Context: an optimization exercise on an open-source flow, tuned for small area. The choices shown serve that exercise and are no tape-out recipe.
Function was checked by simulation only, so behaviour that the tests miss may differ from the original.
No activity file was given, so power comes from the tool's default toggle rates.

run 1:
==> flow/design.v (excerpt) <==
module molecule_scheduler #(
  parameter int  SLICE_W    = 256,
  parameter int  NUM_SLICES = 4,
  parameter int  TIMEOUT    = 1024,
  localparam int IDX_W      = $clog2(NUM_SLICES),
  localparam int TMR_W      = $clog2(TIMEOUT)
) (
  input  logic                          clk,
  input  logic                          reset,
  input  logic [SLICE_W*NUM_SLICES-1:0] global_challenges,
  input  logic                          challenge_valid,
  input  logic [NUM_SLICES-1:0]         slice_mask,
  output logic                          challenge_ready,
  output logic [SLICE_W-1:0]            current_molecule,
  output logic                          molecule_valid,
  input  logic                          molecule_ready,
  input  logic                          analysis_done,
  output logic [IDX_W-1:0]              slice_index,
  output logic                          batch_busy,
  output logic                          batch_done,
  output logic [NUM_SLICES-1:0]         timeout_flags
);
Settings: LEC_CHECK=0, CAP_MARGIN=20, CORE_AREA=4 4 250 250, DIE_AREA=0 0 254 254, PLACE_DENSITY=0.75, SLEW_MARGIN=20; clock period 5.0 ns.
standard.sh (not shown) runs the stock make flow with config.mk's settings and CLKGATE_MAP_FILE= SYNTH_SCRIPT=/design/flow/synth_recipe.tcl, a recipe that flattens the netlist after the stock synthesis.
==> flow/flow/run.sh <==
#!/bin/bash
set -euo pipefail
bash standard.sh \
  "BUFFER_PORTS_ARGS=-buffer_cell sky130_fd_sc_hd__buf_1" \
  "PLACE_PINS_ARGS=-min_distance 1 -min_distance_in_tracks -corner_avoidance 6" \
  "CTS_ARGS=-sink_clustering_enable -repair_clock_nets -sink_clustering_size 25 -sink_clustering_max_diameter 80 -dont_use_dummy_load" \
  finish > make_finish.log 2>&1
Here is what was changed in the inputs of run 2 compared with run 1.
# run 1
export LEC_CHECK = 0
export CAP_MARGIN = 20
export CORE_AREA = 4 4 250 250
export DIE_AREA = 0 0 254 254
export PLACE_DENSITY = 0.75
export SLEW_MARGIN = 20
create_clock -name core_clock -period 5.0 [get_ports {clk}]
# run 2
export LEC_CHECK = 0
export CAP_MARGIN = 20
export CORE_AREA = 4 4 276 276
export CTS_CLUSTER_DIAMETER = 60
export CTS_CLUSTER_SIZE = 25
export DIE_AREA = 0 0 280 280
export SLEW_MARGIN = 20
create_clock -name core_clock -period 5.0 [get_ports {clk}]
==> flow/flow/run.sh <==
#!/bin/bash
set -euo pipefail
bash standard.sh \
  "BUFFER_PORTS_ARGS=-buffer_cell sky130_fd_sc_hd__buf_1" \
  "PLACE_PINS_ARGS=-min_distance 1 -min_distance_in_tracks" \
  finish > make_finish.log 2>&1
Findings:
Number of clock buffers in the layout (run 2 vs. run 1) increases by more than half
Delta (run 2 minus run 1): total global-route track usage lost 6.4 points; fmax saw an increase.
Utilization, run 2 and run 1: lower on run 2
Area growth from synthesis to layout, run 2 and run 1: smaller value in run 1
Run 2 vs. run 1: mean routed wirelength per cell saw a decrease, areal power density over the cells went up by 2.2%, post-route worst setup slack now larger, row count up 10.
Run 1 and run 2 ended up with roughly the same synthesized cell count.
[inputs] run 3 vs run 2
# run 2
export LEC_CHECK = 0
export CAP_MARGIN = 20
export CORE_AREA = 4 4 276 276
export CTS_CLUSTER_DIAMETER = 60
export CTS_CLUSTER_SIZE = 25
export DIE_AREA = 0 0 280 280
export SLEW_MARGIN = 20
create_clock -name core_clock -period 5.0 [get_ports {clk}]
# run 3
export LEC_CHECK = 0
export CAP_MARGIN = 20
export CORE_AREA = 4 4 258 258
export DIE_AREA = 0 0 262 262
export PLACE_DENSITY = 0.72
export SLEW_MARGIN = 20
create_clock -name core_clock -period 5.0 [get_ports {clk}]
==> flow/flow/run.sh <==
#!/bin/bash
set -euo pipefail
bash standard.sh \
  "BUFFER_PORTS_ARGS=-buffer_cell sky130_fd_sc_hd__buf_1" \
  "PLACE_PINS_ARGS=-min_distance 1 -min_distance_in_tracks -corner_avoidance 6" \
  "CTS_ARGS=-sink_clustering_enable -repair_clock_nets -sink_clustering_size 25 -sink_clustering_max_diameter 80 -dont_use_dummy_load" \
  finish > make_finish.log 2>&1
==> comparison <==
Run 2 ran to completion and came out clean on the timing, DRC and antenna checks. Having completed the whole flow, run 3 delivered a layout that passed the timing, DRC and antenna checks. Highest ir drop seen on vdd delta (run 3 − run 2): unfavourable. Combinational power share was higher in run 3 than in run 2. Run 2 was larger in final cell area than run 3. Taking run 2 as the reference point, the routed wire length of run 3 falls by 2.9%. The run showing the greater area of the die is run 2.

what the ideal ports hide:
The flow's constraints put no driver on any port. The routed layouts listed below were extracted and timed again, unchanged, in two steps.
Step 1 sets driving cells, clkbuf_16 on the clock port and buf_2 on the other inputs (assumed; they add their load-dependent delay and slew).
Step 2, shift: input delay + t, output delay - t, t = (earliest + latest rising clock arrival at the registers) / 2. This alone moves slack from input paths to output paths.
a / b / c = no drivers / after step 1 / after step 2; a / b = the first two.
| run | shift t [ns] | setup WS [ns] | cell pins on the clock port's net |
|---|---|---|---|
| run 1 | 0.673 | 1.100 / 1.036 / 1.709 | 1 |
| run 2 | 0.696 | 1.154 / 1.088 / 1.784 | 1 |
| run 3 | 0.681 | 1.269 / 1.202 / 1.883 | 1 |
After both steps every run listed still meets setup and hold.
